From an optimization exercise on the open Yosys and OpenROAD flow, aimed at a short achievable clock period and few clock cycles; shortcuts taken in it are not production practice.
Function was checked by simulation only, so behaviour that the tests miss may differ from the original.
Power and IR drop assume default switching activity.

===== flow/run.sh =====
#!/bin/bash
# synth_recipe.tcl (not shown) runs the flow's synth.tcl, then flattens the netlist and writes it again
# the make line also repeats each setting of config.mk as NAME=value (left out here)
make -C /OpenROAD-flow-scripts/flow DESIGN_CONFIG=/design/flow/config.mk WORK_HOME=/design/flow/orfs CLKGATE_MAP_FILE= SYNTH_SCRIPT=/design/flow/synth_recipe.tcl finish

===== flow/config.mk =====
export PLATFORM = sky130hd
export DESIGN_NAME = chip8_core
export DESIGN_NICKNAME = chip8_core
export VERILOG_FILES = /design/flow/design.v
export SDC_FILE = /design/flow/constraint.sdc
export NUM_CORES = 4
export LEC_CHECK = 0
export ABC_CLOCK_PERIOD_IN_PS = 3000
export CAP_MARGIN = 20
export CORE_MARGIN = 2
export CORE_UTILIZATION = 30
export PLACE_DENSITY = 0.45
export SETUP_SLACK_MARGIN = 4.5
export SLEW_MARGIN = 20

===== flow/constraint.sdc =====
create_clock -name core_clock -period 8.0 [get_ports {clk_in}]
set_input_delay 1.6000 -clock core_clock [delete_from_list [all_inputs] [get_ports {clk_in}]]
set_output_delay 1.6000 -clock core_clock [all_outputs]
set_load 0.01 [all_outputs]

===== flow/design.v =====
package chip8_isa_pkg;
  typedef enum logic [3:0] {
    JP,
    CALL,
    RET,
    SKIP,       
    LD,         
    ALU,        
    LD_I,
    ADD_I,
    STORE_BLK,  
    LOAD_BLK,   
    ILLEGAL
  } instr_class_e;
  typedef enum logic [3:0] {
    ALU_OR,
    ALU_AND,
    ALU_XOR,
    ALU_ADD,
    ALU_SUB,
    ALU_SUBN,
    ALU_SHR,
    ALU_SHL,
    ALU_PASS,
    ALU_EQ,
    ALU_NE
  } alu_op_e;
  typedef struct packed {
    instr_class_e             cls;
    alu_op_e                  alu_op;
    logic [3:0]               vx;
    logic [3:0]               vy;
    logic [7:0]               imm8;
    logic [12-1:0] addr12;
    logic                     use_imm;  
    logic                     sets_vf;
  } decoded_t;
endpackage
package chip8_bus_pkg;
  typedef struct packed {
    logic [12-1:0] addr;
    logic [7:0]               data;
  } mem_wr_t;
endpackage
`timescale 1ns/100ps
module chip8_core (
  input  logic                     clk_in,
  input  logic                     rst_i,
  input  logic [7:0]               rd_data_i,
  input  logic                     wr_ready_i,
  output logic [12-1:0] rd_addr_o,
  output logic [12-1:0] wr_addr_o,
  output logic [7:0]               wr_data_o,
  output logic                     wr_valid_o,
  output logic                     halted_o
);
  localparam int CB = 6;             
  localparam int CN = 1 << CB;       
  localparam int TW = 12 - CB;       
  localparam logic [11:0] PF_DIST = 12'd64;  
  localparam logic [1:0] PF_NONE = 2'd0;
  localparam logic [1:0] PF_HI   = 2'd1;
  localparam logic [1:0] PF_LO   = 2'd2;
  localparam logic [1:0] F_LOOK = 2'd0;  
  localparam logic [1:0] F_HI   = 2'd1;  
  localparam logic [1:0] F_LO   = 2'd2;  
  localparam logic [1:0] F_LD   = 2'd3;  
  localparam logic [1:0] S_RUN  = 2'd0;
  localparam logic [1:0] S_HALT = 2'd2;
  logic [7:0]  v_q [16];
  logic [11:0] i_q;
  logic [11:0] stack_q [16];
  logic [3:0]  sp_q;
  logic [1:0]  st_q;
  logic        halted_q;
  logic [1:0]  fs_q;
  logic [11:0] la_q;       
  logic [11:0] ma_q;       
  logic [11:0] fpc_q;
  logic [7:0]  hi_q;
  logic [3:0]  ld_cnt_q;
  logic [3:0]  ld_x_q;
  logic        dk_ld_q;
  logic [3:0]  dcnt_q;
  logic        ir_v_q;
  logic [15:0] ir_op_q;
  logic [11:0] ir_pc_q;
  logic        ir_pred_q;
  logic        ir_fill_q;
  logic [15:0] ir_xoh_q;
  logic [15:0] ir_aoh_q;    
  logic [15:0] ir_boh_q;    
  logic        ir_bimm_q;   
  logic        ir_binv_q;   
  logic            c_v_q   [CN];
  logic [TW-1:0]   c_tag_q [CN];
  logic [15:0]     c_op_q  [CN];
  logic [1:0]      c_k_q   [CN];   
  logic [9:0]      c_opd_q [CN];   
  logic [7:0]  sb_data_q [3][16];
  logic [11:0] sb_base_q [3];
  logic [3:0]  sb_x_q [3];
  logic        sb_v_q [3];
  logic [1:0]  h_q, t_q;
  logic [3:0]  sb_idx_q;
  logic [11:0] wa_q;
  logic [7:0]  wd_q;
  logic        wv_q;
  logic        fwd_q;
  logic [1:0]  pfs_q;      
  logic [1:0]  pfd_q;      
  logic        pf_ok_q;
  logic [11:0] pr_q;       
  logic [11:0] pfl_q;      
  logic [7:0]  pf_hi_q;
  logic        pf_go;
  logic        pf_fill;
  logic [7:0]  fwd_data_q;
  assign rd_addr_o  = ma_q;
  assign wr_addr_o  = wa_q;
  assign wr_data_o  = wd_q;
  assign wr_valid_o = wv_q;
  assign halted_o   = halted_q;
  logic [7:0] byte_in;
  assign byte_in = fwd_q ? fwd_data_q : rd_data_i;
  function automatic logic [1:0] nxt3(input logic [1:0] i);
    nxt3 = (i == 2'd2) ? 2'd0 : i + 2'd1;
  endfunction
  logic [11:0] fd_d [3];
  logic        fhit [3];
  logic [7:0]  fdat [3];
  always_comb begin
    for (int b = 0; b < 3; b++) begin
      fd_d[b] = ma_q - sb_base_q[b];
      fhit[b] = sb_v_q[b] && (fd_d[b][11:4] == 8'd0) && (fd_d[b][3:0] <= sb_x_q[b]);
      fdat[b] = sb_data_q[b][fd_d[b][3:0]];
    end
  end
  logic [1:0] h1, h2;
  assign h1 = nxt3(h_q);
  assign h2 = nxt3(h1);
  always_ff @(posedge clk_in) begin
    fwd_q <= fhit[0] || fhit[1] || fhit[2];
    if (fhit[h2])      fwd_data_q <= fdat[h2];
    else if (fhit[h1]) fwd_data_q <= fdat[h1];
    else               fwd_data_q <= fdat[h_q];
  end
  logic sb_full;
  assign sb_full = sb_v_q[0] && sb_v_q[1] && sb_v_q[2];
  logic [CB-1:0] l_idx;
  logic [TW-1:0] l_tag;
  logic          l_hit;
  logic [15:0]   l_op;
  assign l_idx = la_q[CB:1];
  assign l_tag = {la_q[11:CB+1], la_q[0]};
  logic          l_block;  
  assign l_hit = c_v_q[l_idx] && (c_tag_q[l_idx] == l_tag) && !l_block;
  assign l_op  = c_op_q[l_idx];
  function automatic logic [1:0] op_kind(input logic [15:0] o);
    if (o[15:12] == 4'h1 || o[15:12] == 4'h2) op_kind = 2'd1;
    else if (o == 16'h00EE) op_kind = 2'd2;
    else if (o[15:12] == 4'hF && o[7:0] == 8'h65) op_kind = 2'd3;
    else op_kind = 2'd0;
  endfunction
  logic [1:0] l_k;
  assign l_k = c_k_q[l_idx];
  function automatic logic [9:0] op_opd(input logic [15:0] o);
    logic is87;
    is87 = (o[15:12] == 4'h8) && (o[3:0] == 4'h7);
    op_opd[9:6] = is87 ? o[7:4] : o[11:8];
    op_opd[5:2] = is87 ? o[11:8] : o[7:4];
    op_opd[1]   = (o[15:12] == 4'h3) || (o[15:12] == 4'h4) ||
                  (o[15:12] == 4'h6) || (o[15:12] == 4'h7);
    op_opd[0]   = (o[15:12] == 4'h8) && ((o[3:0] == 4'h5) || (o[3:0] == 4'h7));
  endfunction
  logic [9:0] l_opd;
  assign l_opd = c_opd_q[l_idx];
  logic [3:0] x_hi, x_n;
  logic [7:0] x_kk;
  assign x_hi = ir_op_q[15:12];
  assign x_n  = ir_op_q[3:0];
  assign x_kk = ir_op_q[7:0];
  logic [7:0] va, vb, b_op, b_add;
  always_comb begin
    va = 8'h00;
    vb = 8'h00;
    for (int k = 0; k < 16; k++) begin
      va = va | (v_q[k] & {8{ir_aoh_q[k]}});
      vb = vb | (v_q[k] & {8{ir_boh_q[k]}});
    end
  end
  assign b_op  = vb | (x_kk & {8{ir_bimm_q}});
  assign b_add = b_op ^ {8{ir_binv_q}};
  logic [4:0] add_lo, add_hi0, add_hi1;
  logic [7:0] x_sum;
  logic       x_cout;
  assign add_lo  = {1'b0, va[3:0]} + {1'b0, b_add[3:0]} + {4'd0, ir_binv_q};
  assign add_hi0 = {1'b0, va[7:4]} + {1'b0, b_add[7:4]};
  assign add_hi1 = {1'b0, va[7:4]} + {1'b0, b_add[7:4]} + 5'd1;
  assign x_sum   = {add_lo[4] ? add_hi1[3:0] : add_hi0[3:0], add_lo[3:0]};
  assign x_cout  = add_lo[4] ? add_hi1[4] : add_hi0[4];
  logic x_eq;
  assign x_eq = (va == b_op);
  logic x_ret, x_jc, x_call, x_skip, x_take, x_ld, x_st, x_ill;
  logic x_wx, x_wf, x_wi;
  always_comb begin
    x_ret  = 1'b0;
    x_jc   = 1'b0;
    x_call = 1'b0;
    x_skip = 1'b0;
    x_take = 1'b0;
    x_ld   = 1'b0;
    x_st   = 1'b0;
    x_ill  = 1'b0;
    x_wx   = 1'b0;
    x_wf   = 1'b0;
    x_wi   = 1'b0;
    case (x_hi)
      4'h0: if (ir_op_q[11:0] == 12'h0EE) x_ret = 1'b1; else x_ill = 1'b1;
      4'h1: x_jc = 1'b1;
      4'h2: begin x_jc = 1'b1; x_call = 1'b1; end
      4'h3: begin x_skip = 1'b1; x_take = x_eq; end
      4'h4: begin x_skip = 1'b1; x_take = !x_eq; end
      4'h5: if (x_n == 4'h0) begin x_skip = 1'b1; x_take = x_eq; end
            else x_ill = 1'b1;
      4'h9: if (x_n == 4'h0) begin x_skip = 1'b1; x_take = !x_eq; end
            else x_ill = 1'b1;
      4'h6, 4'h7: x_wx = 1'b1;
      4'h8: case (x_n)
              4'h0: x_wx = 1'b1;
              4'h1, 4'h2, 4'h3, 4'h4, 4'h5, 4'h6, 4'h7, 4'hE: begin
                x_wx = 1'b1;
                x_wf = 1'b1;
              end
              default: x_ill = 1'b1;
            endcase
      4'hA: x_wi = 1'b1;
      4'hF: case (x_kk)
              8'h1E: x_wi = 1'b1;
              8'h55: x_st = 1'b1;
              8'h65: x_ld = 1'b1;
              default: x_ill = 1'b1;
            endcase
      default: x_ill = 1'b1;
    endcase
  end
  logic [7:0] x_res;
  logic       x_flag;
  always_comb begin
    x_res  = b_op;
    x_flag = 1'b0;
    if (x_hi == 4'h6) x_res = b_op;
    else if (x_hi == 4'h7) x_res = x_sum;
    else case (x_n)
      4'h1: x_res = va | b_op;
      4'h2: x_res = va & b_op;
      4'h3: x_res = va ^ b_op;
      4'h4, 4'h5, 4'h7: begin x_res = x_sum; x_flag = x_cout; end
      4'h6: begin x_res = {1'b0, va[7:1]}; x_flag = va[0]; end
      4'hE: begin x_res = {va[6:0], 1'b0}; x_flag = va[7]; end
      default: ;
    endcase
  end
  logic [11:0] ret_tgt;
  assign ret_tgt = stack_q[sp_q - 4'd1] + 12'd2;
  logic [11:0] ov_d;
  logic        x_ovl;
  assign ov_d  = fpc_q + 12'd2 - i_q;
  assign x_ovl = (ov_d[11:5] == 7'd0) && (ov_d[4:0] <= {1'b0, ir_op_q[11:8]} + 5'd2);
  logic x_act;       
  logic x_stall;     
  assign x_act   = ir_v_q && (st_q == S_RUN);
  assign x_stall = x_act && x_st && sb_full;
  logic x_retire;
  assign x_retire = x_act && !x_stall && !x_ill;
  logic x_snap;
  assign x_snap = x_act && x_st && !sb_full;
  logic        x_redir;
  logic [11:0] x_tgt;
  always_comb begin
    x_redir = 1'b0;
    x_tgt   = ir_pc_q + 12'd2;
    if (x_act) begin
      if (x_jc && !ir_pred_q) begin
        x_redir = 1'b1;
        x_tgt   = ir_op_q[11:0];
      end else if (x_ret && !ir_pred_q) begin
        x_redir = 1'b1;
        x_tgt   = ret_tgt;
      end else if (x_skip && x_take) begin
        x_redir = 1'b1;
        x_tgt   = ir_pc_q + 12'd4;
      end else if (x_st && (sb_full || x_ovl)) begin
        x_redir = 1'b1;
        x_tgt   = ir_pc_q + 12'd2;
      end
    end
  end
  logic [1:0] f_k;
  logic       f_ld;
  assign f_ld = (f_k == 2'd3);
  logic [11:0] f_ret_tgt;
  always_comb begin
    if (ir_v_q && x_call) f_ret_tgt = ir_pc_q + 12'd2;
    else if (ir_v_q && x_ret) f_ret_tgt = stack_q[sp_q - 4'd2] + 12'd2;
    else f_ret_tgt = ret_tgt;
  end
  logic [11:0] x_i;
  assign x_i = (x_hi == 4'hA) ? ir_op_q[11:0] : i_q + {4'd0, va};
  logic [11:0] f_i;
  assign f_i = (x_retire && x_wi) ? x_i : i_q;
  logic [15:0] f_op;
  logic        f_from_mem;
  assign f_from_mem = (fs_q == F_LO);
  assign f_op = f_from_mem ? {hi_q, byte_in} : l_op;
  assign f_k  = f_from_mem ? op_kind({hi_q, byte_in}) : l_k;
  logic        f_pred;
  logic [11:0] f_tgt;
  assign f_pred = (f_k == 2'd1) || (f_k == 2'd2);
  assign f_tgt  = (f_k == 2'd2) ? f_ret_tgt : f_op[11:0];
  logic f_take;  
  logic f_load;  
  assign f_take = (fs_q == F_LOOK || fs_q == F_LO) && (!ir_v_q || x_retire);
  assign f_load = f_take && (fs_q == F_LO || l_hit);
  logic [9:0]  f_opd;
  logic [15:0] f_xoh, f_aoh, f_boh;
  logic        f_bimm, f_binv;
  assign f_opd  = f_from_mem ? op_opd({hi_q, byte_in}) : l_opd;
  assign f_bimm = f_opd[1];
  assign f_binv = f_opd[0];
  always_comb begin
    f_xoh = 16'd0;
    f_aoh = 16'd0;
    f_boh = 16'd0;
    f_xoh[f_op[11:8]] = 1'b1;
    f_aoh[f_opd[9:6]] = 1'b1;
    f_boh[f_opd[5:2]] = !f_opd[1];
  end
  always_ff @(posedge clk_in) begin
    if (rst_i) begin
      fs_q     <= F_LOOK;
      la_q     <= 12'h200; ma_q <= 12'h200;
      fpc_q    <= 12'h200;
      ir_v_q   <= 1'b0;
      sp_q     <= 4'd0;
      st_q     <= S_RUN;
      halted_q <= 1'b0;
      dk_ld_q  <= 1'b0;
    end else begin
      dk_ld_q <= 1'b0;
      dcnt_q  <= ld_cnt_q;
      if (x_retire) begin
        if (x_call) sp_q <= sp_q + 4'd1;
        else if (x_ret) sp_q <= sp_q - 4'd1;
      end
      if (x_act && x_ill) st_q <= S_HALT;
      if (st_q == S_HALT && !wv_q) halted_q <= 1'b1;
      if (x_retire && !f_load) ir_v_q <= 1'b0;
      if (x_redir || x_stall) begin
        fs_q  <= F_LOOK;
        fpc_q <= x_tgt;
        la_q  <= x_tgt; ma_q <= x_tgt;
        if (!x_stall) ir_v_q <= 1'b0;
      end else if (!(x_act && x_ill) && st_q == S_RUN) begin
        if (f_load) ir_v_q <= 1'b1;
        case (fs_q)
          F_LOOK: begin
            if (l_hit) begin
              if (f_load) begin
                fpc_q <= f_pred ? f_tgt : fpc_q + 12'd2;
                la_q  <= f_pred ? f_tgt : fpc_q + 12'd2; ma_q <= f_pred ? f_tgt : fpc_q + 12'd2;
                if (f_ld) begin
                  fs_q <= F_LD;
                  la_q <= f_i; ma_q <= f_i;
                end
              end
            end else if (pfs_q != PF_NONE) begin
              ma_q <= la_q;
            end else begin
              la_q <= la_q + 12'd1; ma_q <= la_q + 12'd1;
              fs_q <= F_HI;
            end
          end
          F_HI: begin
            la_q <= la_q + 12'd1; ma_q <= la_q + 12'd1;
            fs_q <= F_LO;
          end
          F_LO: begin
            if (f_ld) begin
              fpc_q <= fpc_q + 12'd2;
              fs_q  <= F_LD;
              la_q  <= f_i; ma_q <= f_i;
            end else if (f_pred) begin
              fpc_q <= f_tgt;
              la_q  <= f_tgt; ma_q <= f_tgt;
              fs_q  <= F_LOOK;
            end else begin
              fpc_q <= la_q;
              if (l_hit) begin
                fs_q <= F_LOOK;
              end else begin
                la_q <= la_q + 12'd1; ma_q <= la_q + 12'd1;
                fs_q <= F_HI;
              end
            end
          end
          default: begin  
            dk_ld_q <= 1'b1;
            if (ld_cnt_q == ld_x_q) begin
              la_q <= fpc_q; ma_q <= fpc_q;
              fs_q <= F_LOOK;
            end else begin
              la_q <= la_q + 12'd1; ma_q <= la_q + 12'd1;
            end
          end
        endcase
      end
      if (pf_go) begin
        if (pfs_q == PF_HI) ma_q <= pr_q + 12'd1;
        else                ma_q <= pr_q;
      end
    end
  end
  logic [11:0] pf_d;
  logic        pf_allow, pf_reset;
  assign pf_d     = pr_q - fpc_q;
  assign pf_allow = (pf_d[11:1] != 11'd0) && (pf_d < PF_DIST);
  assign pf_reset = (pf_d[11:1] == 11'd0) || (pf_d[11:8] != 4'd0);
  assign pf_go = (fs_q == F_LOOK) && l_hit && f_load && !f_ld &&
                 !x_redir && !x_stall && !x_snap && !(x_act && x_ill) &&
                 (st_q == S_RUN) && pf_allow;
  always_ff @(posedge clk_in) begin
    if (rst_i) begin
      pfs_q <= PF_NONE;
      pfd_q <= PF_NONE;
      pf_ok_q <= 1'b0;
      pr_q  <= 12'h200;
    end else begin
      pfd_q <= pfs_q;
      if (pf_go) begin
        if (pfs_q == PF_HI) begin
          pfs_q <= PF_LO;
          pfl_q <= pr_q;
          pr_q  <= pr_q + 12'd2;
        end else begin
          pfs_q   <= PF_HI;
          pf_ok_q <= 1'b1;
        end
      end else begin
        pfs_q <= PF_NONE;
        if (x_snap) pf_ok_q <= 1'b0;
        if (pfs_q == PF_NONE && pf_reset) pr_q <= fpc_q + 12'd2;
      end
      if (pf_go && x_snap) pf_ok_q <= 1'b0;
    end
    if (pfd_q == PF_HI) pf_hi_q <= byte_in;
  end
  assign pf_fill = (pfd_q == PF_LO) && pf_ok_q;
  always_ff @(posedge clk_in) begin
    if (f_take) begin
      ir_op_q   <= f_op;
      ir_pc_q   <= fpc_q;
      ir_pred_q <= f_pred;
      ir_fill_q <= f_from_mem;
      ir_xoh_q  <= f_xoh;
      ir_aoh_q  <= f_aoh;
      ir_boh_q  <= f_boh;
      ir_bimm_q <= f_bimm;
      ir_binv_q <= f_binv;
    end
    if (fs_q == F_HI) hi_q <= byte_in;
    if (fs_q == F_LD) begin
      ld_cnt_q <= ld_cnt_q + 4'd1;
    end else begin
      ld_cnt_q <= 4'd0;
      ld_x_q   <= f_op[11:8];
    end
  end
  always_ff @(posedge clk_in) begin
    if (x_retire && x_call) stack_q[sp_q] <= ir_pc_q;
  end
  always_ff @(posedge clk_in) begin
    if (rst_i) begin
      for (int k = 0; k < 16; k++) v_q[k] <= 8'h00;
      i_q <= 12'h000;
    end else begin
      for (int k = 0; k < 16; k++) begin
        if (x_retire && x_wx && ir_xoh_q[k]) v_q[k] <= x_res;
      end
      if (x_retire && x_wf) v_q[15] <= {7'd0, x_flag};
      if (dk_ld_q) v_q[dcnt_q] <= byte_in;
      if (x_retire && x_wi) i_q <= x_i;
    end
  end
  logic [11:0]   inv_a0, inv_a1;
  logic [CB-1:0] inv_a0i, inv_a1i;
  assign inv_a0  = i_q - 12'd1;
  assign inv_a1  = i_q + {8'd0, ir_op_q[11:8]};
  assign inv_a0i = inv_a0[CB:1];
  assign inv_a1i = inv_a1[CB:1];
  logic          pi_v_q;
  logic [11:0]   pi_lo_q;
  logic [4:0]    pi_len_q;
  logic [CB-1:0] pi_s_q, pi_n_q;
  logic [TW-2:0] pi_p0_q, pi_p1_q;
  always_ff @(posedge clk_in) begin
    if (rst_i) pi_v_q <= 1'b0;
    else       pi_v_q <= x_snap;
    pi_lo_q  <= inv_a0;
    pi_len_q <= {1'b0, ir_op_q[11:8]} + 5'd1;
    pi_s_q   <= inv_a0i;
    pi_n_q   <= inv_a1i - inv_a0i;
    pi_p0_q  <= inv_a0[11:CB+1];
    pi_p1_q  <= inv_a1[11:CB+1];
  end
  logic [11:0] pi_d;
  assign pi_d    = la_q - pi_lo_q;
  assign l_block = pi_v_q && (pi_d[11:5] == 7'd0) && (pi_d[4:0] <= pi_len_q);
  logic [CB-1:0] fill_idx;
  logic [TW-1:0] fill_tag;
  logic          fill_en;
  assign fill_idx = ir_pc_q[CB:1];
  assign fill_tag = {ir_pc_q[11:CB+1], ir_pc_q[0]};
  assign fill_en  = x_retire && ir_fill_q;
  logic [1:0] fill_k;
  logic [9:0] fill_opd;
  assign fill_k   = op_kind(ir_op_q);
  assign fill_opd = op_opd(ir_op_q);
  logic [15:0] pf_op;
  logic [1:0]  pf_k;
  logic [9:0]  pf_opd;
  assign pf_op  = {pf_hi_q, byte_in};
  assign pf_k   = op_kind(pf_op);
  assign pf_opd = op_opd(pf_op);
  always_ff @(posedge clk_in) begin
    for (int k = 0; k < CN; k++) begin
      logic [CB-1:0] rel;
      logic          inv;
      rel = CB'(k) - pi_s_q;
      inv = pi_v_q && (rel <= pi_n_q) &&
            ((c_tag_q[k][TW-1:1] == pi_p0_q) || (c_tag_q[k][TW-1:1] == pi_p1_q));
      if (rst_i) begin
        c_v_q[k] <= 1'b0;
      end else if (fill_en && fill_idx == CB'(k)) begin
        c_v_q[k]   <= 1'b1;
        c_tag_q[k] <= fill_tag;
        c_op_q[k]  <= ir_op_q;
        c_k_q[k]   <= fill_k;
        c_opd_q[k] <= fill_opd;
      end else if (pf_fill && !fill_en && pfl_q[CB:1] == CB'(k)) begin
        c_v_q[k]   <= 1'b1;
        c_tag_q[k] <= {pfl_q[11:CB+1], pfl_q[0]};
        c_op_q[k]  <= pf_op;
        c_k_q[k]   <= pf_k;
        c_opd_q[k] <= pf_opd;
      end else if (inv) begin
        c_v_q[k] <= 1'b0;
      end
    end
  end
  logic h_done;      
  assign h_done = wv_q && wr_ready_i && (sb_idx_q == sb_x_q[h_q]);
  always_ff @(posedge clk_in) begin
    if (rst_i) begin
      wv_q <= 1'b0;
      h_q  <= 2'd0;
      t_q  <= 2'd0;
      for (int b = 0; b < 3; b++) sb_v_q[b] <= 1'b0;
    end else begin
      if (x_snap) begin
        sb_v_q[t_q] <= 1'b1;
        t_q         <= nxt3(t_q);
      end
      if (h_done) begin
        sb_v_q[h_q] <= 1'b0;
        h_q         <= h1;
        wv_q        <= sb_v_q[h1] || x_snap;
      end else if (x_snap) begin
        wv_q <= 1'b1;
      end
    end
  end
  always_ff @(posedge clk_in) begin
    for (int b = 0; b < 3; b++) begin
      if (!sb_v_q[b]) begin
        for (int k = 0; k < 16; k++) sb_data_q[b][k] <= v_q[k];
        sb_base_q[b] <= i_q;
        sb_x_q[b]    <= ir_op_q[11:8];
      end
    end
    if (!wv_q) begin
      sb_idx_q <= 4'd0;
      wa_q     <= i_q;
      wd_q     <= v_q[0];
    end else if (h_done) begin
      sb_idx_q <= 4'd0;
      if (sb_v_q[h1]) begin
        wa_q <= sb_base_q[h1];
        wd_q <= sb_data_q[h1][0];
      end else begin
        wa_q <= i_q;
        wd_q <= v_q[0];
      end
    end else if (wr_ready_i) begin
      sb_idx_q <= sb_idx_q + 4'd1;
      wa_q     <= wa_q + 12'd1;
      wd_q     <= sb_data_q[h_q][sb_idx_q + 4'd1];
    end
  end
endmodule

==> summary.md, run 1 <==
| Metric | Value |
|---|---|
| Main area contributors after synthesis | `edfxtp_1 (52%), nand2_1 (4.8%), a22oi_1 (4.4%)` |
| Placed Cells | `23,600` |
| Die Y | `769 µm` |
| Total track usage | `0.583` |
| Top-area cell type share of the netlist area | `0.524` |
| Mean post-synth cell area | `10.6 µm²` |
| CTS buffer count | `385` |
| Total grt overflow | `148` |
| CTS Root Cell | `clkbuf_16` |
| Clock sinks | `3,261` |
| Error msg | `[ERROR GRT-0116] Global routing finished with congestion. Check the congestion regions in the DRC Viewer.` |
| Post-synth top flop | `edfxtp_1` |
| Number of enable flip-flop cells after synthesis | `3,064` |
| Detailed Place HPWL | `713,000 µm` |
| Routability cong. | `1.06` |
| Synth unique cells | `114` |
| CTS H-tree depth | `5` |
| Chip width | `769 µm` |
| Initial Utilization | `0.302` |
| Hold-fix buffers, CTS | `0` |
| IO Port Bufs | `44` |
| Vias in the first global route | `189,000` |
| YS warnings | `12` |
| Post-synthesis sequential area ratio | `0.547` |
| Row count | `280` |
| Status | `did not finish` |
| Dominant cell by count in the synthesized netlist | `edfxtp_1` |
| Largest net degree at the start of global routing | `137` |
| Yosys top cell by area | `edfxtp_1` |
| Syn_nets | `17,000` |
| Global-route wire length before repair | `2,240,000 µm` |
| Syn Inst Count | `16,600` |
| CTS max path bufs | `4` |
| Register bit total from synthesis | `3,261` |
| Dpl ws | `1390 ps` |
| IO Count | `45` |
| Stopped at | `global routing (5_1_grt)` |
| Most frequent cells after synthesis | `edfxtp_1 (3,064), nand2_1 (2,255), clkbuf_1 (1,258), nor2_1 (1,136), o21ai_0 (1,099)` |
| Placed inst area | `0.190 mm²` |
| Ys async rst share | `0` |
| Syn Std Cell Area | `0.175 mm²` |
## per-layer routing
layer,global-route usage,overflow
met1,0.603,3
met2,0.677,70
met3,0.505,10
met4,0.509,64
met5,0.354,1
## cells by family after synthesis
logic type	share of synthesized area
AO/OA/AOI/OAI	0.154
XOR/XNOR	0.0442
adder cells (fa/ha/maj)	0.0236
buffers and inverters	0.0404
flip-flops	0.547
multiplexers	0.0482
AND/OR/NAND/NOR	0.143
## metrics by stage
step	util	total power (µW)
3_5_place_dp	0.326	44900
2_1_floorplan	-	33700
4_1_cts	0.442	71400
3_3_place_gp	0.326	44900
## power by group through the flow
stage          Sequential (µW)  Clock, µW  Combinational, µW
2_1_floorplan            21100          0              12600
3_3_place_gp             22500          0              22400
3_5_place_dp             22500          0              22300
4_1_cts                  21600      17800              32000
## what timing repair did
item | 4_1_cts
pin swaps | 969
gates resized for setup | 5452
endpoints found under the setup margin | 5173
gates cloned | 598
buffers inserted | 1909
## worst min path at each step
stage,endpoint,start,slack [ps]
2_1_floorplan,sb_base_q[0][11]$_DFFE_PN_,i_q[11]$_SDFF_PP0_,440
4_1_cts,c_v_q[10]$_SDFFE_PP0P_,c_v_q[10]$_SDFFE_PP0P_,490
3_3_place_gp,c_v_q[0]$_SDFFE_PP0P_,c_v_q[0]$_SDFFE_PP0P_,460
3_5_place_dp,c_v_q[10]$_SDFFE_PP0P_,c_v_q[10]$_SDFFE_PP0P_,470
Testbench counts, summed over its fixed seeds: cycles 542,099.
==> inputs of run 2 (changes only) <==
--- a/flow/design.v
+++ b/flow/design.v
@@ -97,11 +97,11 @@
   logic [15:0]     c_op_q  [CN];
   logic [1:0]      c_k_q   [CN];   
   logic [9:0]      c_opd_q [CN];   
-  logic [7:0]  sb_data_q [3][16];
-  logic [11:0] sb_base_q [3];
-  logic [3:0]  sb_x_q [3];
-  logic        sb_v_q [3];
-  logic [1:0]  h_q, t_q;
+  logic [7:0]  sb_data_q [2][16];
+  logic [11:0] sb_base_q [2];
+  logic [3:0]  sb_x_q [2];
+  logic        sb_v_q [2];
+  logic        h_q;
   logic [3:0]  sb_idx_q;
   logic [11:0] wa_q;
   logic [7:0]  wd_q;
@@ -123,30 +123,22 @@
   assign halted_o   = halted_q;
   logic [7:0] byte_in;
   assign byte_in = fwd_q ? fwd_data_q : rd_data_i;
-  function automatic logic [1:0] nxt3(input logic [1:0] i);
-    nxt3 = (i == 2'd2) ? 2'd0 : i + 2'd1;
-  endfunction
-  logic [11:0] fd_d [3];
-  logic        fhit [3];
-  logic [7:0]  fdat [3];
-  always_comb begin
-    for (int b = 0; b < 3; b++) begin
-      fd_d[b] = ma_q - sb_base_q[b];
-      fhit[b] = sb_v_q[b] && (fd_d[b][11:4] == 8'd0) && (fd_d[b][3:0] <= sb_x_q[b]);
-      fdat[b] = sb_data_q[b][fd_d[b][3:0]];
-    end
-  end
-  logic [1:0] h1, h2;
-  assign h1 = nxt3(h_q);
-  assign h2 = nxt3(h1);
+  logic [11:0] d0, d1;
+  logic        hit0, hit1;
+  logic [7:0]  fd0, fd1;
+  assign d0   = ma_q - sb_base_q[0];
+  assign d1   = ma_q - sb_base_q[1];
+  assign hit0 = sb_v_q[0] && (d0[11:4] == 8'd0) && (d0[3:0] <= sb_x_q[0]);
+  assign hit1 = sb_v_q[1] && (d1[11:4] == 8'd0) && (d1[3:0] <= sb_x_q[1]);
+  assign fd0  = sb_data_q[0][d0[3:0]];
+  assign fd1  = sb_data_q[1][d1[3:0]];
   always_ff @(posedge clk_in) begin
-    fwd_q <= fhit[0] || fhit[1] || fhit[2];
-    if (fhit[h2])      fwd_data_q <= fdat[h2];
-    else if (fhit[h1]) fwd_data_q <= fdat[h1];
-    else               fwd_data_q <= fdat[h_q];
+    fwd_q <= hit0 || hit1;
+    if (hit0 && hit1) fwd_data_q <= h_q ? fd0 : fd1;
+    else              fwd_data_q <= hit1 ? fd1 : fd0;
   end
   logic sb_full;
-  assign sb_full = sb_v_q[0] && sb_v_q[1] && sb_v_q[2];
+  assign sb_full = sb_v_q[0] && sb_v_q[1];
   logic [CB-1:0] l_idx;
   logic [TW-1:0] l_tag;
   logic          l_hit;
@@ -415,10 +407,7 @@
           end
         endcase
       end
-      if (pf_go) begin
-        if (pfs_q == PF_HI) ma_q <= pr_q + 12'd1;
-        else                ma_q <= pr_q;
-      end
+      if (pf_go) ma_q <= pf_addr;
     end
   end
   logic [11:0] pf_d;
@@ -429,6 +418,14 @@
   assign pf_go = (fs_q == F_LOOK) && l_hit && f_load && !f_ld &&
                  !x_redir && !x_stall && !x_snap && !(x_act && x_ill) &&
                  (st_q == S_RUN) && pf_allow;
+  logic [11:0] pf_addr;
+  always_comb begin
+    case (pfs_q)
+      PF_HI:   pf_addr = pr_q + 12'd1;
+      PF_LO:   pf_addr = pr_q + 12'd2;
+      default: pf_addr = pr_q;
+    endcase
+  end
   always_ff @(posedge clk_in) begin
     if (rst_i) begin
       pfs_q <= PF_NONE;
@@ -437,22 +434,14 @@
       pr_q  <= 12'h200;
     end else begin
       pfd_q <= pfs_q;
-      if (pf_go) begin
-        if (pfs_q == PF_HI) begin
-          pfs_q <= PF_LO;
-          pfl_q <= pr_q;
-          pr_q  <= pr_q + 12'd2;
-        end else begin
-          pfs_q   <= PF_HI;
-          pf_ok_q <= 1'b1;
-        end
-      end else begin
-        pfs_q <= PF_NONE;
-        if (x_snap) pf_ok_q <= 1'b0;
-        if (pfs_q == PF_NONE && pf_reset) pr_q <= fpc_q + 12'd2;
-      end
-      if (pf_go && x_snap) pf_ok_q <= 1'b0;
+      if (pf_go) pfs_q <= (pfs_q == PF_HI) ? PF_LO : PF_HI;
+      else       pfs_q <= PF_NONE;
+      if (pf_go && pfs_q != PF_HI) pf_ok_q <= !x_snap;
+      else if (x_snap)             pf_ok_q <= 1'b0;
+      if (pfs_q == PF_LO) pr_q <= pr_q + 12'd2;
+      else if (pfs_q == PF_NONE && pf_reset) pr_q <= fpc_q + 12'd2;
     end
+    if (pfs_q == PF_HI) pfl_q <= pr_q;
     if (pfd_q == PF_HI) pf_hi_q <= byte_in;
   end
   assign pf_fill = (pfd_q == PF_LO) && pf_ok_q;
@@ -558,30 +547,29 @@
       end
     end
   end
+  logic sb_t;        
   logic h_done;      
+  assign sb_t   = wv_q ? !h_q : h_q;
   assign h_done = wv_q && wr_ready_i && (sb_idx_q == sb_x_q[h_q]);
   always_ff @(posedge clk_in) begin
     if (rst_i) begin
-      wv_q <= 1'b0;
-      h_q  <= 2'd0;
-      t_q  <= 2'd0;
-      for (int b = 0; b < 3; b++) sb_v_q[b] <= 1'b0;
+      wv_q    <= 1'b0;
+      h_q     <= 1'b0;
+      sb_v_q[0] <= 1'b0;
+      sb_v_q[1] <= 1'b0;
     end else begin
-      if (x_snap) begin
-        sb_v_q[t_q] <= 1'b1;
-        t_q         <= nxt3(t_q);
-      end
+      if (x_snap) sb_v_q[sb_t] <= 1'b1;
       if (h_done) begin
         sb_v_q[h_q] <= 1'b0;
-        h_q         <= h1;
-        wv_q        <= sb_v_q[h1] || x_snap;
+        h_q         <= !h_q;
+        wv_q        <= sb_v_q[!h_q] || x_snap;
       end else if (x_snap) begin
         wv_q <= 1'b1;
       end
     end
   end
   always_ff @(posedge clk_in) begin
-    for (int b = 0; b < 3; b++) begin
+    for (int b = 0; b < 2; b++) begin
       if (!sb_v_q[b]) begin
         for (int k = 0; k < 16; k++) sb_data_q[b][k] <= v_q[k];
         sb_base_q[b] <= i_q;
@@ -594,9 +582,9 @@
       wd_q     <= v_q[0];
     end else if (h_done) begin
       sb_idx_q <= 4'd0;
-      if (sb_v_q[h1]) begin
-        wa_q <= sb_base_q[h1];
-        wd_q <= sb_data_q[h1][0];
+      if (sb_v_q[!h_q]) begin
+        wa_q <= sb_base_q[!h_q];
+        wd_q <= sb_data_q[!h_q][0];
       end else begin
         wa_q <= i_q;
         wd_q <= v_q[0];
--- a/flow/config.mk
+++ b/flow/config.mk
@@ -10,5 +10,6 @@
 export CORE_MARGIN = 2
 export CORE_UTILIZATION = 30
 export PLACE_DENSITY = 0.45
-export SETUP_SLACK_MARGIN = 4.5
+export SETUP_SLACK_MARGIN = 4.0
 export SLEW_MARGIN = 20
+export TNS_END_PERCENT = 10
==> run 2 against run 1 <==
Effect of this change:
- synthesized area shrank 4.2%
- synthesized cell count fell by 2.9%
- now fails the layout checks on capacitance limit, slew limit
==> summary.md, run 2 <==
| Metric | Value |
|---|---|
| Max reg flops | `1,024` |
| Required @ worst endpoint | `8860 ps` |
| Final Hold Violating Endpoints | `0` |
| Commonest cells after routing, fill and taps aside | `edfxtp_1 (2,920), nand2_1 (2,325), buf_4 (1,096)` |
| Status | `finished with violations` |
| Clock sinks | `3,112` |
| Clock Skews | `143 ps` |
| Hold/Removal Path Class | `flip-flop to flip-flop` |
| IO Count | `45` |
| Synth Area in Simple Gates | `0.147` |
| Hold-fix buffers, CTS | `0` |
| Setup tns final | `0 ps` |
| Flop2flop setup slack | `2850 ps` |
| Global-route wire length before repair | `1,450,000 µm` |
| Synth unique cells | `98` |
| Final Net Count | `17,100` |
| Yosys top cell by area | `edfxtp_1` |
| Synth Area in XOR/XNOR | `0.0453` |
| Crit end category | `flip-flop` |
| Leak | `0.0753 µW` |
| Largest regs | `c_op_q x1024, c_opd_q x640, c_tag_q x384` |
| Most frequent cells after synthesis | `edfxtp_1 (2,920), nand2_1 (2,408), clkbuf_1 (1,275), nor2_1 (1,153), o21ai_0 (1,013)` |
| Dominant cell by count in the synthesized netlist | `edfxtp_1` |
| Slew Limit Fails | `14` |
| Dpl ws | `1240 ps` |
| Chip width | `752 µm` |
| Max Clock Freq | `194 MHz` |
| CORE AREA | `0.557 mm²` |
| RSZ-0062 raised after global routing | `true` |
| CTS max path bufs | `4` |
| Area of the die | `0.566 mm²` |
| Syn-to-layout area delta | `25.1%` |
| Final WS setup | `2850 ps` |
| Vias | `162,000` |
| CTS H-tree depth | `5` |
| Initial Utilization | `0.301` |
| Syn_nets | `16,500` |
| Routability cong. | `1.02` |
| SO Faults | `capacitance limit, slew limit` |
| Mux share of post-synthesis cell area | `0.0499` |
| Ratio of cells with drive above 1 in the final layout | `0.225` |
| Total track usage | `0.382` |
| Total grt overflow | `0` |
| Syn Std Cell Area | `0.168 mm²` |
| Setup CP Type | `flip-flop to flip-flop` |
| Top reg by flops | `c_op_q` |
| Clock Latency Late Sink | `1130 ps` |
| CTS clk-pin slew, worst paths | `60 ps` |
| Ys async rst share | `0` |
| Period Utilization, post-route | `0.643` |
| Vias/cell | `6.58` |
| Main combinational cell family by area after synthesis | `compound AO/OA/AOI/OAI gates` |
| VDD IR max | `0.509 mV` |
| Avg WL per Cell | `46.3 µm` |
| Worst-path maximum fanout | `17` |
| Final ANT Viol Nets | `0` |
| CTS buffer count | `374` |
| Largest net degree at the start of global routing | `81` |
| Synth Area in Compound Gates | `0.149` |
| Mean post-synth cell area | `10.4 µm²` |
| Critical Path Source Type | `flip-flop` |
| Vias in the first global route | `142,000` |
| Post-synth top flop | `edfxtp_1` |
| DRT Pass-1 Iters | `9` |
| Drt total wl | `1,140,000 µm` |
| Syn Inst Count | `16,200` |
| Slew @ Worst Pin | `1590 ps` |
| Row count | `274` |
| Detailed Place HPWL | `695,000 µm` |
| Top-area cell type share of the netlist area | `0.522` |
| CTS Root Cell | `clkbuf_16` |
| IO Port Bufs | `44` |
| Max cap viols | `2` |
| Pwr dens | `348 mW/mm²` |
| DR iter-0 viols | `31,900` |
| Number of enable flip-flop cells after synthesis | `2,920` |
| Worst slew margin | `-0.0591` |
| Min cycle time layout | `5150 ps` |
| Initial antenna violation count | `145` |
| Adder-cell share of the synthesized area | `0.0234` |
| Commonest non-fill, non-tap cell in the layout | `edfxtp_1` |
| Die Y | `752 µm` |
| Main area contributors after synthesis | `edfxtp_1 (52%), nand2_1 (5.4%), a22oi_1 (4.4%)` |
| Post-synthesis sequential area ratio | `0.545` |
| Register bit total from synthesis | `3,112` |
| Final setup fails | `0` |
| CTS tree | `done` |
| Post-route DRC | `0` |
| Worst EP arrival | `6010 ps` |
| YS warnings | `9` |
## run 2: repair_timing
item / in CTS / in global routing
resized for setup: 1135 / 475
pin swaps: 324 / 192
setup endpoints to repair: 5063 / 3178
cloned: 67 / 16
setup buffers: 680 / 190
## run 2: logic make-up (layout without fill, tap and decap cells)
kind of cell             count (synthesis)  count (layout)
AND/OR/NAND/NOR                       5493            5522
AO/OA/AOI/OAI                         3928            3933
flip-flops                            3112            3112
buffers and inverters                 1794            2646
XOR/XNOR                               869             872
multiplexers                           646             646
adder cells (fa/ha/maj)                308             308
other                                    0             105
## run 2: report_power, final
group,switching [µW],internal (µW)
Sequential,1560,19100
Clock,7800,9710
Combinational,22600,12400
Total,31900,41300
## run 2: worst paths after layout
path	from	to	cells after the start
min	c_v_q[48]$_SDFFE_PP0P_	c_v_q[48]$_SDFFE_PP0P_	1
min reg2reg	c_v_q[48]$_SDFFE_PP0P_	c_v_q[48]$_SDFFE_PP0P_	1
max	la_q[5]$_SDFFE_PP0P_	ma_q[3]$_SDFFE_PP0P_	17
max reg2reg	la_q[5]$_SDFFE_PP0P_	ma_q[3]$_SDFFE_PP0P_	17
## run 2: through the flow
stage	instance area, µm²	total power, µW	hold WS (ps)	instances	utilization
floorplan	169000	32800	406	16200	-
global placement	181000	44700	459	22900	0.324
detailed placement	181000	44600	469	22900	0.325
CTS	206000	68000	481	24300	0.369
global route	210000	74200	511	24500	0.377
finish	210000	73200	482	24600	0.377
## run 2: area by class of cell
| type | count | area, µm² |
|---|---|---|
| well taps | 7452 | 9320 |
| fillers | 54600 | 347000 |
| diodes | 105 | 263 |
| clock inverters | 195 | 1970 |
| inverters | 266 | 1080 |
| repair buffers | 1705 | 18500 |
| multi-input cells | 11300 | 77500 |
| repair inverters | 1 | 6.26 |
| flip-flops and latches | 3112 | 91600 |
| clock buffers | 479 | 9900 |
## run 2: critical path, cell delays in order, from the launching register on
cell and delay, ps:
dfxtp_4 360, buf_12 150, bufbuf_16 310, nor4b_4 160, buf_8 190, buf_4 270, nand3_1 170, nand4_1 230
nor4_2 560, nand4_1 620, a31oi_2 490, buf_4 260, a21oi_2 100, mux2i_1 150, nor3_1 70, or4_4 560
or4b_4 230, a21oi_2 40
## run 2: per-layer routing
| metal | routed length (µm) | part of all wire | global-route usage |
|---|---|---|---|
| met5 | 1860 | 0.0016 | 0.00909 |
| met4 | 106000 | 0.093 | 0.287 |
| met3 | 164000 | 0.14 | 0.150 |
| met2 | 456000 | 0.40 | 0.534 |
| met1 | 410000 | 0.36 | 0.473 |
Testbench counts of run 2, summed over its fixed seeds: cycles 545,413.
==> inputs of run 3 (changes only) <==
--- a/flow/config.mk
+++ b/flow/config.mk
@@ -8,8 +8,8 @@
 export ABC_CLOCK_PERIOD_IN_PS = 3000
 export CAP_MARGIN = 20
 export CORE_MARGIN = 2
-export CORE_UTILIZATION = 30
-export PLACE_DENSITY = 0.45
+export CORE_UTILIZATION = 22
+export PLACE_DENSITY = 0.32
 export SETUP_SLACK_MARGIN = 4.0
 export SLEW_MARGIN = 20
 export TNS_END_PERCENT = 10
==> run 3 against run 2 <==
Effect of this change:
- synthesized cell count unchanged
- combinational power is essentially flat
- design area up 1.4%
- setup slack improved by 130 ps
- routed wire length rose by 11%
- via count decreased by 2.6%
- clock-buffer cell count grew 34
- synthesized area stayed put
- now clean on timing, DRC and antenna
- critical path depth rose by 3
- clock skew up 37 ps
==> summary.md, run 3 <==
| Metric | Value |
|---|---|
| Status | `timing/DRC/antenna clean` |
| Top-area cell type share of the netlist area | `0.522` |
| Post-synth top flop | `edfxtp_1` |
| Worst EP arrival | `5870 ps` |
| Max cap viols | `0` |
| Slew @ Worst Pin | `1250 ps` |
| IO Port Bufs | `44` |
| RSZ-0062 raised after global routing | `true` |
| Syn-to-layout area delta | `26.8%` |
| R2R depth | `20` |
| Dominant cell by count in the synthesized netlist | `edfxtp_1` |
| Final Hold Violating Endpoints | `0` |
| Final WS setup | `2980 ps` |
| Avg WL per Cell | `46.4 µm` |
| Largest regs | `c_op_q x1024, c_opd_q x640, c_tag_q x384` |
| Period Utilization, post-route | `0.627` |
| Clock sinks | `3,112` |
| Final setup fails | `0` |
| Drt total wl | `1,270,000 µm` |
| Total track usage | `0.313` |
| Ratio of cells with drive above 1 in the final layout | `0.222` |
| Final ANT Viol Nets | `0` |
| CTS max path bufs | `4` |
| CTS buffer count | `401` |
| Setup tns final | `0 ps` |
| Syn Inst Count | `16,200` |
| Min cycle time layout | `5020 ps` |
| Vias in the first global route | `142,000` |
| Top reg by flops | `c_op_q` |
| Routability cong. | `0.972` |
| Largest net degree at the start of global routing | `86` |
| Chip width | `878 µm` |
| Filler cell count | `79,200` |
| Vias/cell | `5.78` |
| Required @ worst endpoint | `8850 ps` |
| Dpl ws | `1300 ps` |
| Row count | `321` |
| Critical Path Source Type | `flip-flop` |
| Ys async rst share | `0` |
| Clock Skews | `180 ps` |
| Clock Latency Late Sink | `1190 ps` |
| Commonest non-fill, non-tap cell in the layout | `edfxtp_1` |
| Global-route wire length before repair | `1,590,000 µm` |
| Commonest cells after routing, fill and taps aside | `edfxtp_1 (2,920), nand2_1 (2,333), buf_4 (1,077)` |
| Number of enable flip-flop cells after synthesis | `2,920` |
| Slew Limit Fails | `0` |
| Syn_nets | `16,500` |
| CTS tree | `done` |
| VDD IR max | `0.419 mV` |
| Vias | `158,000` |
| CTS H-tree depth | `5` |
| Register bit total from synthesis | `3,112` |
| Mean post-synth cell area | `10.4 µm²` |
| Post-route DRC | `0` |
| Area of the die | `0.771 mm²` |
| Yosys top cell by area | `edfxtp_1` |
| Final Net Count | `17,000` |
| Crit end category | `flip-flop` |
| CTS Root Cell | `clkbuf_16` |
| CTS clk-pin slew, worst paths | `70 ps` |
| Initial antenna violation count | `179` |
| Synth unique cells | `98` |
| Worst-path maximum fanout | `17` |
| Post-synthesis sequential area ratio | `0.545` |
| Syn Std Cell Area | `0.168 mm²` |
| Die Y | `878 µm` |
| DRT Pass-1 Iters | `6` |
| Initial Utilization | `0.220` |
| CORE AREA | `0.763 mm²` |
| Footprint of the multi-input gates | `0.0770 mm²` |
| Leak | `0.0752 µW` |
| Most frequent cells after synthesis | `edfxtp_1 (2,920), nand2_1 (2,408), clkbuf_1 (1,275), nor2_1 (1,153), o21ai_0 (1,013)` |
| Register area | `0.0916 mm²` |
| Setup CP Type | `flip-flop to flip-flop` |
| Max reg flops | `1,024` |
| Hold-fix buffers, CTS | `0` |
| Detailed Place HPWL | `792,000 µm` |
| Total grt overflow | `0` |
| Main area contributors after synthesis | `edfxtp_1 (52%), nand2_1 (5.4%), a22oi_1 (4.4%)` |
| Hold/Removal Path Class | `flip-flop to flip-flop` |
| IO Count | `45` |
| Hold Crit Depth | `1` |
| Max Clock Freq | `199 MHz` |
| Worst slew margin | `0.167` |
| Pwr dens | `347 mW/mm²` |
| DR iter-0 viols | `27,300` |
| YS warnings | `9` |
==> run 3: cell counts after synthesis <==
No cell type changed its count.
==> run 3: worst paths after layout <==
kind / startpoint / endpoint / slack (ps)
setup / recovery: la_q[2]$_SDFFE_PP0P_ / la_q[11]$_SDFFE_PP0P_ / 2980
hold / removal: c_v_q[29]$_SDFFE_PP0P_ / c_v_q[29]$_SDFFE_PP0P_ / 490
setup reg to reg: la_q[2]$_SDFFE_PP0P_ / la_q[11]$_SDFFE_PP0P_ / 2980
hold reg to reg: c_v_q[29]$_SDFFE_PP0P_ / c_v_q[29]$_SDFFE_PP0P_ / 490
==> run 3: logic make-up after synthesis <==
logic type | count (synthesis) | share of synthesized area
AND/OR/NAND/NOR | 5493 | 0.147
adder cells (fa/ha/maj) | 308 | 0.0234
XOR/XNOR | 869 | 0.0453
flip-flops | 3112 | 0.545
buffers and inverters | 1794 | 0.0413
multiplexers | 646 | 0.0499
AO/OA/AOI/OAI | 3928 | 0.149
==> run 3: routing by layer <==
layer / share of wire / track usage / wire length [µm]
met5: 0.00063 / 0.00185 / 803
met4: 0.073 / 0.185 / 92700
met3: 0.11 / 0.0794 / 133000
met2: 0.42 / 0.467 / 538000
met1: 0.40 / 0.408 / 501000
==> run 3: cell type report <==
cell class / instances / area share
antenna: 90 / 0.00106
clock buffer: 513 / 0.0501
clock inverter: 215 / 0.00853
inverter: 266 / 0.00504
multi-input combinational: 11300 / 0.361
sequential: 3112 / 0.430
tap: 10200 / 0.0597
timing repair buffer: 1653 / 0.0843
==> run 3: where the power goes <==
part           internal [µW]  switching, µW
clock network          10100           8260
logic                  12000          23100
registers              19100           1380
==> run 3: timing repair <==
item | CTS | global route
buffers inserted | 661 | 124
gates cloned | 55 | 11
gates resized for setup | 1030 | 401
endpoints found under the setup margin | 5080 | 3529
pin swaps | 280 | 156
==> run 3: critical path, cell delays in order, from the launching register on <==
cell,delay [ps]
dfxtp_4,360
buf_8,140
buf_4,160
buf_4,170
and2_2,440
nand3_1,190
nand4_1,400
nor4_1,420
and4_1,430
nor3_1,110
nor4b_2,350
nand4_1,150
buf_6,170
buf_12,140
buf_4,150
buf_4,140
mux2i_4,240
nand4_1,290
buf_4,230
nand3_1,60
a21oi_1,60
==> run 3: stage by stage <==
step	hold slack [ps]	total power, µW	cell area [µm²]	utilization	cells
finish	493	74000	213000	0.279	27300
global route	508	75500	213000	0.279	27200
CTS	485	70800	210000	0.275	27100
detailed placement	470	46100	185000	0.242	25600
global placement	461	46200	185000	0.242	25600
floorplan	406	32800	169000	-	16200

==> port drivers added, routing unchanged <==
The flow's constraints put no driver on any port. The routed layouts listed below were extracted and timed again, unchanged, in two steps. Step 1 assumes that a clkbuf_16 drives the clock port and a buf_2 every other input. Step 2 also shifts input and output timing later by t, the mid clock arrival at the registers, as if the neighbouring blocks saw the same clock. a / b / c = no drivers / after step 1 / after step 2; a / b = the first two.
run	t, ns	slack for setup (ns)	worst setup path at the end
run 2	1.198	2.854 / 2.854 / 2.294	input to register
run 3	1.243	2.984 / 2.984 / 2.137	input to register
For run 3, which loses most, drivers alone change the setup slack by 0.000 ns; drivers and shift together by -0.847 ns.
